This design comes from an exercise in tuning for a short achievable clock period and few clock cycles per item on the open sky130 flow, not from production work. RTL that was checked went through simulation tests only; none was proved equivalent to the original. No functional check of the RTL was part of run 1. Power is estimated from default activity; no workload was simulated.

==> design.v <==
package core_pkg;
    typedef enum logic [3:0] {
        OPC_ADDI = 4'h0,
        OPC_ADD  = 4'h1,
        OPC_SUB  = 4'h2,
        OPC_AND  = 4'h3,
        OPC_OR   = 4'h4,
        OPC_XOR  = 4'h5,
        OPC_SLL  = 4'h6,
        OPC_SRL  = 4'h7,
        OPC_LUI  = 4'h8,
        OPC_BEQ  = 4'h9,
        OPC_BNE  = 4'ha,
        OPC_JAL  = 4'hb
    } opcode_e;
    typedef enum logic [2:0] {
        ALU_ADD,
        ALU_SUB,
        ALU_AND,
        ALU_OR,
        ALU_XOR,
        ALU_SLL,
        ALU_SRL
    } alu_op_e;
    typedef struct packed {
        logic [32-1:0] pc;
        logic [32-1:0] instr;
    } fetch_entry_t;
    typedef struct packed {
        logic [32-1:0]   pc;
        alu_op_e                 alu_op;
        logic [3-1:0] rd;
        logic [3-1:0] rs1;
        logic [3-1:0] rs2;
        logic [32-1:0]   imm;
        logic                    use_imm;
        logic                    is_branch;
        logic                    branch_ne;
        logic                    is_jump;
        logic                    rd_we;
    } decoded_instr_t;
    typedef struct packed {
        decoded_instr_t        instr;
        logic [32-1:0] op_a;
        logic [32-1:0] op_b;
    } ex_entry_t;
    typedef struct packed {
        logic [32-1:0]   pc;
        logic [3-1:0] rd;
        logic [32-1:0]   wdata;
        logic                    we;
    } commit_t;
    typedef struct packed {
        logic                  valid;
        logic [32-1:0] target;
    } redirect_t;
endpackage
`timescale 1ns/1ps
module core_top (
    input  logic                  clk_i,
    input  logic                  rst_ni,
    input  logic                  fetch_enable_i,
    input  logic [32-1:0] boot_addr_i,
    output logic                  imem_req_o,
    output logic [32-1:0] imem_addr_o,
    input  logic                  imem_valid_i,
    input  logic [32-1:0] imem_rdata_i,
    output logic                  commit_valid_o,
    output logic [32-1:0] commit_pc_o,
    output logic [3-1:0] commit_rd_o,
    output logic [32-1:0] commit_wdata_o,
    output logic                  commit_we_o
);
    localparam int unsigned BP_AW = 6;
    localparam int unsigned BP_N  = 1 << BP_AW;
    logic        fe_q;
    logic        boot_q;
    logic        busy_q;
    logic        drop_q;
    logic [31:0] pc_q;
    logic [31:0] rpc_q;
    logic        i_valid_q;
    logic [31:0] i_ir_q;
    logic [31:0] i_pc_q;
    logic [31:0] i_pnext_q;
    logic [31:0] i_pc4_q;
    logic [31:0] i_tgt_q;
    logic        ex_valid_q;
    logic [31:0] ex_a_q;
    logic [31:0] ex_b_q;
    logic        ex_sub_q;
    logic        ex_and_q;
    logic        ex_or_q;
    logic        ex_xor_q;
    logic        ex_sll_q;
    logic        ex_srl_q;
    logic        ex_arith_q;
    logic        ex_br_q;
    logic        ex_jal_q;
    logic        ex_ne_q;
    logic        ex_eqt_q;
    logic        ex_eqn_q;
    logic [31:0] ex_pc4_q;
    logic [31:0] ex_tgt_q;
    logic [31:0] ex_pc_q;
    logic [2:0]  ex_rd_q;
    logic        ex_we_q;
    logic        c_valid_q;
    logic [31:0] c_pc_q;
    logic [2:0]  c_rd_q;
    logic [31:0] c_wdata_q;
    logic        c_we_q;
    logic [31:0] regs_q [1:7];
    logic [1:0]  bt_cnt_q [BP_N];
    logic [15:0] bt_tgt_q [BP_N];
    logic        redirect;
    logic [31:0] fix;
    logic [31:0] ex_res;
    logic        ans;
    logic        accept;
    logic        f_taken;
    logic [31:0] f_pc4;
    logic [31:0] f_tgt;
    logic [31:0] f_pnext;
    assign imem_req_o  = busy_q | (fe_q & ~boot_q);
    assign imem_addr_o = pc_q;
    assign f_taken = bt_cnt_q[pc_q[BP_AW+1:2]][1];
    assign f_pc4   = {pc_q[7:2] == 6'h3f ? pc_q[31:8] + 24'd1 : pc_q[31:8],
                      pc_q[7:2] + 6'd1, 2'b00};
    assign f_pnext = f_taken ? {pc_q[31:18], bt_tgt_q[pc_q[BP_AW+1:2]], 2'b00} : f_pc4;
    assign f_tgt = pc_q + {{14{imem_rdata_i[15]}}, imem_rdata_i[15:0], 2'b00};
    assign ans    = imem_req_o & imem_valid_i;
    assign accept = ans & ~drop_q & ~redirect;
    always_ff @(posedge clk_i or negedge rst_ni) begin
        if (!rst_ni) begin
            fe_q   <= 1'b0;
            boot_q <= 1'b1;
            busy_q <= 1'b0;
            drop_q <= 1'b0;
        end else begin
            fe_q   <= fetch_enable_i;
            boot_q <= 1'b0;
            busy_q <= imem_req_o & ~imem_valid_i;
            drop_q <= imem_req_o & ~imem_valid_i & (drop_q | redirect);
        end
    end
    always_ff @(posedge clk_i) begin
        if (boot_q) begin
            pc_q <= boot_addr_i;
        end else if (redirect) begin
            if (!(imem_req_o & ~imem_valid_i)) pc_q <= fix;
        end else if (ans) begin
            pc_q <= drop_q ? rpc_q : f_pnext;
        end
        if (redirect) begin
            rpc_q <= fix;
        end
    end
    always_ff @(posedge clk_i or negedge rst_ni) begin
        if (!rst_ni) begin
            i_valid_q <= 1'b0;
        end else begin
            i_valid_q <= accept;
        end
    end
    always_ff @(posedge clk_i) begin
        i_ir_q    <= imem_rdata_i;
        i_pc_q    <= pc_q;
        i_pnext_q <= f_pnext;
        i_pc4_q   <= f_pc4;
        i_tgt_q   <= f_tgt;
    end
    logic [3:0]  opc;
    logic [2:0]  rd;
    logic [2:0]  rs1;
    logic [2:0]  rs2;
    logic [31:0] simm;
    logic        d_we;
    logic        d_lui;
    logic        d_jal;
    logic        d_addi;
    logic        d_sub;
    logic        d_br;
    logic [31:0] pc4;
    logic [31:0] tgt;
    logic [31:0] ra;
    logic [31:0] rb;
    logic        fwd_a;
    logic        fwd_b;
    logic [31:0] op_a;
    logic [31:0] op_b;
    assign opc  = i_ir_q[31:28];
    assign rd   = i_ir_q[27:25];
    assign rs1  = i_ir_q[24:22];
    assign rs2  = i_ir_q[21:19];
    assign simm = {{16{i_ir_q[15]}}, i_ir_q[15:0]};
    assign d_addi = (opc == 4'h0);
    assign d_sub  = (opc == 4'h2);
    assign d_lui  = (opc == 4'h8);
    assign d_jal  = (opc == 4'hb);
    assign d_br   = (opc == 4'h9) | (opc == 4'ha);
    assign d_we   = ((opc <= 4'h8) | d_jal) & (rd != 3'd0);
    assign pc4 = i_pc4_q;
    assign tgt = i_tgt_q;
    assign ra = (rs1 == 3'd0) ? 32'h0 : regs_q[rs1];
    assign rb = (rs2 == 3'd0) ? 32'h0 : regs_q[rs2];
    assign fwd_a = ex_valid_q & ex_we_q & (ex_rd_q == rs1);
    assign fwd_b = ex_valid_q & ex_we_q & (ex_rd_q == rs2);
    always_comb begin
        if (d_lui) begin
            op_a = 32'h0;
        end else if (d_jal) begin
            op_a = pc4;
        end else if (fwd_a) begin
            op_a = ex_res;
        end else begin
            op_a = ra;
        end
        if (d_sub) begin
            op_b = fwd_b ? ~ex_res : ~rb;
        end else if (d_addi) begin
            op_b = simm;
        end else if (d_lui) begin
            op_b = {i_ir_q[15:0], 16'h0};
        end else if (d_jal) begin
            op_b = 32'h0;
        end else if (fwd_b) begin
            op_b = ex_res;
        end else begin
            op_b = rb;
        end
    end
    always_ff @(posedge clk_i or negedge rst_ni) begin
        if (!rst_ni) begin
            ex_valid_q <= 1'b0;
        end else begin
            ex_valid_q <= i_valid_q & ~redirect;
        end
    end
    always_ff @(posedge clk_i) begin
        ex_a_q     <= op_a;
        ex_b_q     <= op_b;
        ex_sub_q   <= (opc == 4'h2);
        ex_and_q   <= (opc == 4'h3);
        ex_or_q    <= (opc == 4'h4);
        ex_xor_q   <= (opc == 4'h5);
        ex_sll_q   <= (opc == 4'h6);
        ex_srl_q   <= (opc == 4'h7);
        ex_arith_q <= ~((opc >= 4'h3) & (opc <= 4'h7));
        ex_br_q    <= d_br;
        ex_jal_q   <= d_jal;
        ex_ne_q    <= opc[1];
        ex_eqt_q   <= (tgt == i_pnext_q);
        ex_eqn_q   <= (pc4 == i_pnext_q);
        ex_pc4_q   <= pc4;
        ex_tgt_q   <= tgt;
        ex_pc_q    <= i_pc_q;
        ex_rd_q    <= rd;
        ex_we_q    <= d_we;
    end
    logic [31:0] sum;
    logic        take;
    assign sum = ex_a_q + ex_b_q + {31'h0, ex_sub_q};
    always_comb begin
        ex_res = ({32{ex_arith_q}} & sum)
               | ({32{ex_and_q}} & (ex_a_q & ex_b_q))
               | ({32{ex_or_q}}  & (ex_a_q | ex_b_q))
               | ({32{ex_xor_q}} & (ex_a_q ^ ex_b_q))
               | ({32{ex_sll_q}} & (ex_a_q << ex_b_q[4:0]))
               | ({32{ex_srl_q}} & (ex_a_q >> ex_b_q[4:0]));
    end
    assign take     = ex_jal_q | (ex_br_q & ((ex_a_q == ex_b_q) ^ ex_ne_q));
    assign redirect = ex_valid_q & ~(take ? ex_eqt_q : ex_eqn_q);
    assign fix      = take ? ex_tgt_q : ex_pc4_q;
    always_ff @(posedge clk_i) begin
        if (ex_valid_q & ex_we_q) begin
            regs_q[ex_rd_q] <= ex_res;
        end
    end
    logic             u_valid_q;
    logic             u_jal_q;
    logic             u_br_q;
    logic             u_take_q;
    logic [BP_AW-1:0] u_idx_q;
    logic [15:0]      u_tgt_q;
    always_ff @(posedge clk_i or negedge rst_ni) begin
        if (!rst_ni) begin
            u_valid_q <= 1'b0;
        end else begin
            u_valid_q <= ex_valid_q;
        end
    end
    always_ff @(posedge clk_i) begin
        u_jal_q  <= ex_jal_q;
        u_br_q   <= ex_br_q;
        u_take_q <= take;
        u_idx_q  <= ex_pc_q[BP_AW+1:2];
        u_tgt_q  <= ex_tgt_q[17:2];
    end
    always_ff @(posedge clk_i or negedge rst_ni) begin
        if (!rst_ni) begin
            for (int i = 0; i < BP_N; i++) bt_cnt_q[i] <= 2'd0;
        end else if (u_valid_q) begin
            if (u_jal_q) begin
                bt_cnt_q[u_idx_q] <= 2'd3;
            end else if (u_br_q) begin
                if (u_take_q) begin
                    if (bt_cnt_q[u_idx_q] != 2'd3) bt_cnt_q[u_idx_q] <= bt_cnt_q[u_idx_q] + 2'd1;
                end else begin
                    if (bt_cnt_q[u_idx_q] != 2'd0) bt_cnt_q[u_idx_q] <= bt_cnt_q[u_idx_q] - 2'd1;
                end
            end else begin
                bt_cnt_q[u_idx_q] <= 2'd0;
            end
        end
    end
    always_ff @(posedge clk_i) begin
        if (u_valid_q & (u_jal_q | u_br_q)) begin
            bt_tgt_q[u_idx_q] <= u_tgt_q;
        end
    end
    always_ff @(posedge clk_i or negedge rst_ni) begin
        if (!rst_ni) begin
            c_valid_q <= 1'b0;
        end else begin
            c_valid_q <= ex_valid_q;
        end
    end
    always_ff @(posedge clk_i) begin
        if (ex_valid_q) begin
            c_pc_q    <= ex_pc_q;
            c_rd_q    <= ex_rd_q;
            c_wdata_q <= ex_res;
            c_we_q    <= ex_we_q;
        end
    end
    assign commit_valid_o = c_valid_q;
    assign commit_pc_o    = c_pc_q;
    assign commit_rd_o    = c_rd_q;
    assign commit_wdata_o = c_wdata_q;
    assign commit_we_o    = c_we_q;
endmodule
==> run.sh <==
#!/bin/bash
# synth_recipe.tcl (not shown) runs the flow's synth.tcl, then flattens the netlist and writes it again
# the make line also repeats each setting of config.mk as NAME=value (left out here)
make -C /OpenROAD-flow-scripts/flow DESIGN_CONFIG=/design/flow/config.mk WORK_HOME=/design/flow/orfs CLKGATE_MAP_FILE= SYNTH_SCRIPT=/design/flow/synth_recipe.tcl finish
==> config.mk <==
export PLATFORM = sky130hd
export DESIGN_NAME = core_top
export DESIGN_NICKNAME = core_top
export VERILOG_FILES = /design/flow/design.v
export SDC_FILE = /design/flow/constraint.sdc
export NUM_CORES = 4
export LEC_CHECK = 0
export ABC_CLOCK_PERIOD_IN_PS = 2500
export CAP_MARGIN = 20
export CORE_MARGIN = 2
export CORE_UTILIZATION = 40
export SETUP_SLACK_MARGIN = 2.5
export SLEW_MARGIN = 20
==> constraint.sdc <==
create_clock -name core_clock -period 6.0 [get_ports {clk_i}]
set_input_delay 1.2000 -clock core_clock [delete_from_list [all_inputs] [get_ports {clk_i}]]
set_output_delay 1.2000 -clock core_clock [all_outputs]
set_load 0.01 [all_outputs]
==> impl_metrics.tcl, run 1 <==
set metrics [dict create \
    status "finished clean" \
    rsz0062_at_grt "yes" \
    drive_above_1_share_pct 29.6 \
    drc_errors 0 \
    area_delta_synth_final_pct 20.7 \
    synth_top_area_share_pct 51.0 \
    worstRegToRegCells 13 \
    drt-total-wl_um 250000 \
    largest_reg_flops 1024 \
    cts_tree "built" \
    synth_fp_nets 5434 \
    fin_crit_sh_pct 62.6 \
    p_per_area_mw_per_mm2 447 \
    holdPathEnd "u_tgt_q[10]$_DFF_P_" \
    slowest_delay_ns 0.56 \
    setup_viol 0 \
    wl_per_cell_um 29.3 \
    routed-via-count 50100 \
    synth_warnings 2 \
    path_class "reg -> reg" \
    drv_slew 0 \
    antenna_found_initial 7 \
    firstDrtPassIters 6 \
    synth-main-ff-cell "edfxtp_1" \
    ir_drop_uv 365 \
    synthCells 5264 \
    max_freq_mhz 266 \
    io_pins 170 \
    path_max_fanout 8 \
    start_util_pct 40.2 \
    dp_hpwl_um 160000 \
    rr_startpoint "pc_q[2]$_DFFE_PP_" \
    cts.sink_count 1869 \
    gr-usage-all-layers_pct 23.7 \
    grt_max_degree 77 \
    cp_common_cell "mux2_4" \
    hold_class "reg -> reg" \
    async_flop_share_pct 7.22 \
    crit_family "compound AO/OA/AOI/OAI gates" \
    worst-endpoint-required_ns 6.69 \
    crit_chain "buf_12, clkinvlp_4, ha_4, a22o_1, a221o_1, a311oi_2, a22oi_1, or4_4, mux2_4, mux2_4, mux2i_2, a21oi_2, o22a_1" \
    core_mm2 0.202 \
    crit_buf_inv 2 \
    grt_pass1_vias 49900 \
    leakage_nw 34.1 \
    num-fill-cells 16900 \
    seq_area_frac_synth_pct 63.9 \
    drt_iter0_drc 5414 \
    clkTransAtPathRegs_ns 0.06 \
    ctsRootBufferMaster "clkbuf_16" \
    period_needed_ns 3.76 \
    die_x_um 455 \
    die_y_um 455 \
    rrSetupSlack_ns 2.24 \
    cp-start-kind "flip-flop" \
    hold_path_depth 0 \
    top_register "bt_tgt_q" \
    clk_latency_ns 0.84 \
    drtAntennaViolNets 0 \
    end_kind "flip-flop" \
    io_buffers 166 \
    hold_violations 0 \
    reg_top3 "bt_tgt_q (1024), regs_q (224), bt_cnt_q (128)" \
    critPathArrivalTime_ns 4.45 \
    slowest_stage "or4_4" \
    synth-seq-cells 1869 \
    yosys-top-cells-area "edfxtp_1 51%, mux4_2 13%, dfxtp_1 8.7%, dfrtp_1 4.1%, mux2i_1 1.8%" \
    placementRows 165 \
    nets 5848 \
    clockBufferDepth 3 \
    total_power_w 0.0438 \
    synth.avg_cell_area_um2 15.4 \
    worstMarginPinSlew_ns 1.08 \
    synth-edff-count 1380 \
    netlist_area_mm2 0.0813 \
    fin_skew_ns 0.0748 \
    grt_pass1_wl_um 357000 \
    fin_setup_tns_ns 0 \
    numCtsBuffers 191 \
    yosysUniqueCellTypes 90 \
    viasPerCell 5.89 \
    gp_routability_congestion 0.946 \
    slew_headroom_pct 27.9 \
    final_core_util_pct 48.5 \
    grt.overflow.total 0 \
    yosysTopAreaCell "edfxtp_1" \
    hold_start "ex_tgt_q[12]$_DFF_P_" \
    drv_cap 0 \
    htreeDepth 4 \
    die_area_mm2 0.207 \
]
final cells by class:
class / count / area [um^2] / area share, %
Timing Repair Buffer: 567 / 5810 / 5.93
Clock buffer: 232 / 5090 / 5.19
Sequential cell: 1869 / 52100 / 53.1
Multi-Input combinational cell: 2919 / 29900 / 30.5
Antenna cell: 1 / 2.50 / 0.00255
Clock inverter: 124 / 1300 / 1.32
Tap cell: 2672 / 3340 / 3.41
Timing Repair inverter: 1 / 6.26 / 0.00638
Inverter: 129 / 532 / 0.542
repair_timing:
| action | CTS | global route |
|---|---|---|
| cloned | 19 | 5 |
| hold buffers | 0 | 0 |
| setup buffers | 119 | 63 |
| endpoints found under the setup margin | 652 | 370 |
| gates resized for setup | 406 | 261 |
| pin swaps | 94 | 106 |
cells in the final DEF (no fill, tap or decap), types with 131 or more instances in the layout:
cell type,synthesis,layout
buf_4,4,296
nand2_1,199,189
clkdlybuf4s50_1,0,157
clkbuf_16,0,199
dfxtp_1,354,285
a21oi_1,264,237
nor2_1,317,298
o21ai_0,180,152
dfrtp_1,134,133
edfxtp_1,1380,1380
mux2i_1,145,131
mux4_2,459,459
power breakdown:
group	switching (W)	internal (W)	total, W
registers	0.00168	0.0162	0.0179
clock network	0.00520	0.00683	0.0120
logic	0.00777	0.00613	0.0139
total	0.0146	0.0292	0.0438
cell usage after synthesis (28+ instances only):
| cell | instances |
|---|---|
| a22oi_1 | 31 |
| mux4_2 | 459 |
| clkbuf_1 | 234 |
| xor2_1 | 77 |
| buf_1 | 60 |
| a211oi_1 | 86 |
| dfrtp_1 | 134 |
| nand4_1 | 28 |
| xnor2_1 | 76 |
| o22ai_1 | 38 |
| a21oi_1 | 264 |
| o21ai_0 | 180 |
| inv_1 | 124 |
| mux2_1 | 120 |
| a21o_1 | 34 |
| nor2_1 | 317 |
| nand3_2 | 60 |
| nand2b_1 | 29 |
| mux2i_1 | 145 |
| buf_2 | 44 |
| nand3_1 | 90 |
| mux2_2 | 79 |
| nand2_1 | 199 |
| edfxtp_1 | 1380 |
| a221o_1 | 31 |
| ha_1 | 99 |
| nor3_1 | 56 |
| dfxtp_1 | 354 |
| and3_1 | 30 |
worst max path at each step:
stage,cells after the start,start,end
3_5_place_dp,11,imem_rdata_i[9],i_tgt_q[30]$_DFF_P_
3_3_place_gp,11,imem_rdata_i[9],i_tgt_q[30]$_DFF_P_
6_report,13,pc_q[2]$_DFFE_PP_,flip-flop
4_1_cts,11,pc_q[3]$_DFFE_PP_,pc_q[28]$_DFFE_PP_
2_1_floorplan,14,ex_b_q[1]$_DFF_P_,flip-flop
5_1_grt,13,pc_q[2]$_DFFE_PP_,flip-flop
metrics by stage:
step                instance area, um^2  hold slack, ns  cells  setup WS [ns]
floorplan                         81500           0.310   5264           2.47
global placement                  86700           0.310   7946           1.16
detailed placement                86800           0.312   7951           1.19
CTS                               96300           0.261   8445           2.19
global route                      98100           0.279   8514           2.20
finish                            98100           0.285   8514           2.24
metal layers:
layer  part of all wire (%)  wire length [um]  vias to the layer above  GRT usage, %
li1                       -                 -                    21600             -
met1                     40            100000                    26000          31.4
met2                     49            121000                     2001          38.9
met3                    6.1             15200                      469          3.41
met4                    5.1             12700                        0          10.7
met5                      0                 0                        -             0
cell families after synthesis:
group / synth area share, %
XOR/XNOR: 1.65
buffers and inverters: 2.39
multiplexers: 17.3
adder cells (fa/ha/maj): 1.60
AND/OR/NAND/NOR: 5.90
flip-flops: 63.9
AO/OA/AOI/OAI: 7.33
other: 0.00461
worst reg2reg max path, stage by stage, from the launching register on:
cell and delay (ns):
edfxtp_1 0.41, buf_12 0.16, clkinvlp_4 0.15, ha_4 0.23, a22o_1 0.22, a221o_1 0.31
a311oi_2 0.24, a22oi_1 0.10, or4_4 0.56, mux2_4 0.44, mux2_4 0.35, mux2i_2 0.20
a21oi_2 0.08, o22a_1 0.20
==> run 2, diff against run 1 <==
--- a/design.v
+++ b/design.v
@@ -124,10 +124,20 @@
     logic [31:0] f_pnext;
     assign imem_req_o  = busy_q | (fe_q & ~boot_q);
     assign imem_addr_o = pc_q;
-    assign f_taken = bt_cnt_q[pc_q[BP_AW+1:2]][1];
+    logic [BP_N-1:0] f_sel;
+    logic [15:0]     f_btgt;
+    always_comb begin
+        f_taken = 1'b0;
+        f_btgt  = '0;
+        for (int i = 0; i < BP_N; i++) begin
+            f_sel[i] = (pc_q[BP_AW+1:2] == BP_AW'(i));
+            f_taken  = f_taken | (f_sel[i] & bt_cnt_q[i][1]);
+            f_btgt   = f_btgt | ({16{f_sel[i]}} & bt_tgt_q[i]);
+        end
+    end
     assign f_pc4   = {pc_q[7:2] == 6'h3f ? pc_q[31:8] + 24'd1 : pc_q[31:8],
                       pc_q[7:2] + 6'd1, 2'b00};
-    assign f_pnext = f_taken ? {pc_q[31:18], bt_tgt_q[pc_q[BP_AW+1:2]], 2'b00} : f_pc4;
+    assign f_pnext = f_taken ? {pc_q[31:18], f_btgt, 2'b00} : f_pc4;
     assign f_tgt = pc_q + {{14{imem_rdata_i[15]}}, imem_rdata_i[15:0], 2'b00};
     assign ans    = imem_req_o & imem_valid_i;
     assign accept = ans & ~drop_q & ~redirect;
@@ -260,7 +270,9 @@
     end
     logic [31:0] sum;
     logic        take;
-    assign sum = ex_a_q + ex_b_q + {31'h0, ex_sub_q};
+    logic [32:0] sum33;
+    assign sum33 = {ex_a_q, 1'b1} + {ex_b_q, ex_sub_q};
+    assign sum   = sum33[32:1];
     always_comb begin
         ex_res = ({32{ex_arith_q}} & sum)
                | ({32{ex_and_q}} & (ex_a_q & ex_b_q))
==> run 2 against run 1 <==
  * Clock skew increased by 0.010 ns
  * Area after synthesis decreased by 3.5%
  * Maximum frequency barely moved
  * Final cell count increased by 7.3%
  * Utilization up 1.2 points
  * Power down 20%
  * Highest routed layer is now met5
  * Still clean
  * Synthesized cell count grew 10%
  * Worst setup slack got worse by 0.0016 ns
==> impl_metrics.tcl, run 2 <==
set metrics [dict create \
    hold_path_depth 0 \
    hold_class "reg -> reg" \
    synth_most_common_cell "edfxtp_1" \
    synthXorXnorAreaFrac_pct 1.62 \
    fin_skew_ns 0.0851 \
    reg_top3 "bt_tgt_q (1024), regs_q (224), bt_cnt_q (128)" \
    crit_chain "or3b_4, buf_6, buf_6, nor2_4, buf_12, buf_12, a22oi_2, nand2_2, nor3_4, nand4_1, mux2_4, a211oi_2, o31ai_1" \
    fin_crit_sh_pct 62.7 \
    max_freq_mhz 266 \
    yosysTopAreaCell "edfxtp_1" \
    area_delta_synth_final_pct 23.4 \
    die_x_um 447 \
    htreeDepth 4 \
    fin_setup_tns_ns 0 \
    synth-edff-count 1380 \
    grtUsageMet3_pct 7.73 \
    clk_latency_ns 0.87 \
    die_y_um 447 \
    gp_routability_congestion 0.969 \
    drc_errors 0 \
    holdPathEnd "ex_pc_q[12]$_DFF_P_" \
    synth_fp_nets 5975 \
    final_common_cell "edfxtp_1" \
    grt_pass1_vias 54500 \
    grt.overflow.total 0 \
    slew_headroom_pct 16.0 \
    dp_hpwl_um 200000 \
    rsz0062_at_grt "yes" \
    io_buffers 166 \
    slowest_delay_ns 0.57 \
    slowest_stage "edfxtp_1" \
    end_kind "flip-flop" \
    synth_compound_area_share_pct 12.3 \
    yosysUniqueCellTypes 89 \
    synth_top_family_by_area "compound AO/OA/AOI/OAI gates" \
    critPathArrivalTime_ns 4.34 \
    p_per_area_mw_per_mm2 362 \
    num-fill-cells 16600 \
    wl_per_cell_um 34.9 \
    antenna_found_initial 21 \
    drive_above_1_share_pct 25.4 \
    clockBufferDepth 3 \
    grtUsageMet2_pct 48.6 \
    core_mm2 0.195 \
    viasPerCell 6.34 \
    io_pins 170 \
    start_util_pct 40.3 \
    drt-total-wl_um 319000 \
    synth_warnings 2 \
    synthCells 5806 \
    netlist_area_mm2 0.0784 \
    worstMarginPinSlew_ns 1.26 \
    synth-seq-cells 1863 \
    layout_common_cells "1380 x edfxtp_1, 482 x a22oi_1, 369 x buf_4" \
    muxShareOfSynthArea_pct 7.02 \
    yosys-top-cells-area "edfxtp_1 53%, dfxtp_1 8.9%, a22oi_1 5.2%, dfrtp_1 4.3%, mux4_2 3.5%" \
    cts.sink_count 1863 \
    numCtsBuffers 190 \
    rrSetupSlack_ns 2.24 \
    ir_drop_uv 303 \
    use_met1_pct 38.9 \
    period_needed_ns 3.76 \
    worstRegToRegCells 13 \
    synth_top_area_share_pct 52.8 \
    placementRows 162 \
    grt_max_degree 76 \
    total_power_w 0.0351 \
    nets 6505 \
    holdBufCountCts 0 \
    grt.busiest_layer "met2" \
    drv_slew 0 \
    rr_startpoint "pc_q[4]$_DFFE_PP_" \
    ctsRootBufferMaster "clkbuf_16" \
    cts_tree "built" \
    drv_cap 0 \
    status "finished clean" \
    synth-main-ff-cell "edfxtp_1" \
    hold_violations 0 \
    drt_iter0_drc 8418 \
    path_max_fanout 8 \
    place_ws_ns 1.22 \
    async_flop_share_pct 7.25 \
    clkTransAtPathRegs_ns 0.06 \
    synth-simple-area-share_pct 8.98 \
    synthAdderAreaFrac_pct 1.63 \
    firstDrtPassIters 6 \
    synth_common_cells "1380 x edfxtp_1, 542 x a22oi_1, 451 x nor2_1" \
    cp-start-kind "flip-flop" \
    die_area_mm2 0.200 \
    routed-via-count 57900 \
    largest_reg_flops 1024 \
    worst-endpoint-required_ns 6.58 \
    setup_viol 0 \
    gr-usage-all-layers_pct 30.9 \
    seq_area_frac_synth_pct 66.0 \
    leakage_nw 34.3 \
    synth.avg_cell_area_um2 13.5 \
    hold_start "i_pc_q[12]$_DFF_P_" \
    path_class "reg -> reg" \
    top_register "bt_tgt_q" \
    grt_pass1_wl_um 430000 \
    setup_slack_ns 2.24 \
    r2r_end "pc_q[9]$_DFFE_PP_" \
    drtAntennaViolNets 0 \
]
-- run 2: changes by cell type after synthesis, moves of 48 or more --
cell,before,now
mux2_1,120,10
nand3_1,90,170
nor2_1,317,451
nand4_1,28,103
nand3_2,60,0
a21oi_1,264,216
nand2_1,199,380
a22oi_1,31,542
mux4_2,459,121
-- run 2: per-layer routing --
metal  vias up  share of wire [%]  wire length, um
met5         -              0.036              114
met4        16                6.8            21500
met3       951                 11            35500
met2      3996                 46           146000
met1     29300                 36           116000
li1      23600                  -                -
-- run 2: timing repair --
action,4_1_cts,5_1_grt
endpoints found under the setup margin,704,267
setup buffers,169,115
pin swaps,94,141
cloned,6,7
endpoints found under the hold margin,0,0
resized for setup,461,313
-- run 2: worst max path at each step --
stage | from | endpoint | depth (start not counted)
2_1_floorplan | ex_b_q[1]$_DFF_P_ | pc_q[0]$_DFFE_PP_ | 16
3_3_place_gp | imem_rdata_i[0] | i_tgt_q[30]$_DFF_P_ | 14
3_5_place_dp | imem_rdata_i[0] | i_tgt_q[30]$_DFF_P_ | 14
4_1_cts | ex_a_q[27]$_SDFF_PP0_ | pc_q[29]$_DFFE_PP_ | 13
5_1_grt | pc_q[4]$_DFFE_PP_ | pc_q[13]$_DFFE_PP_ | 15
6_report | pc_q[4]$_DFFE_PP_ | pc_q[9]$_DFFE_PP_ | 13
-- run 2: area by class of cell --
type | instances | area [um^2] | share of cell area [%]
sequential | 1863 | 52000 | 53.7
multi-input combinational | 3475 | 27900 | 28.9
timing repair buffer | 690 | 6750 | 6.97
clock buffer | 244 | 5020 | 5.18
tap | 2624 | 3280 | 3.39
clock inverter | 111 | 1380 | 1.42
inverter | 115 | 450 | 0.465
antenna | 9 | 22.5 | 0.0233
timing repair inverter | 1 | 3.75 | 0.00388
-- run 2: report_power, final --
group | leakage (nW) | switching [W] | internal, W
Combinational | 14.0 | 0.00426 | 0.00232
Sequential | 17.3 | 0.000906 | 0.0155
Clock | 3.10 | 0.00534 | 0.00678
-- run 2: stage by stage --
step / hold slack [ns] / std cells / area [um^2] / utilization (%)
after detailed placement: 0.312 / 8469 / 84500 / 43.4
final: 0.321 / 9132 / 96800 / 49.7
after CTS: 0.324 / 8999 / 94300 / 48.4
after global routing: 0.327 / 9126 / 96800 / 49.7
after global placement: 0.310 / 8468 / 84500 / 43.4
after floorplan: 0.310 / 5806 / 78600 / -
-- run 2: logic make-up after synthesis --
family,after synthesis
buffers and inverters,473
xor gates and xnor gates,145
DFF,1863
and+or+nand+nor,1475
other,1
muxes,383
adders and majority gates,101
AOI/OAI and AO/OA,1365
-- run 2: worst max-delay path, delay by kind of cell (launching register included) --
kind | cells | cell delay [ns]
AOI/OAI and AO/OA | 3 | 0.46
buffers and inverters | 4 | 0.52
DFF | 1 | 0.57
muxes | 1 | 0.48
and+or+nand+nor | 5 | 1.44
Testbench counts of run 2, summed over its fixed seeds: cycles 33,070, instrs 32,000.

what the ideal ports hide:
In the flow no input, the clock included, has a driving cell. The finished layouts below were timed again as built, in two steps. Step 1 sets driving cells, clkbuf_16 on the clock port and buf_2 on the other inputs (assumed; they add their load-dependent delay and slew). Step 2, shift: input delay + t, output delay - t, t = (earliest + latest rising clock arrival at the registers) / 2. This alone moves slack from input paths to output paths. Three values: no drivers, after step 1, after step 2; two values: the first two.
| run | shift t [ns] | setup slack, ns | hold WS [ns] | latest minus earliest clock arrival (ns) |
|---|---|---|---|---|
| run 1 | 0.890 | 2.242 / 2.242 / 1.679 | 0.285 / 0.285 / 0.285 | 0.078 / 0.078 |
| run 2 | 0.926 | 2.241 / 2.241 / 1.621 | 0.321 / 0.319 / 0.321 | 0.109 / 0.109 |
After both steps every run listed still meets setup and hold. For run 2, which loses most, drivers alone change the setup slack by 0.000 ns; drivers and shift together by -0.620 ns.
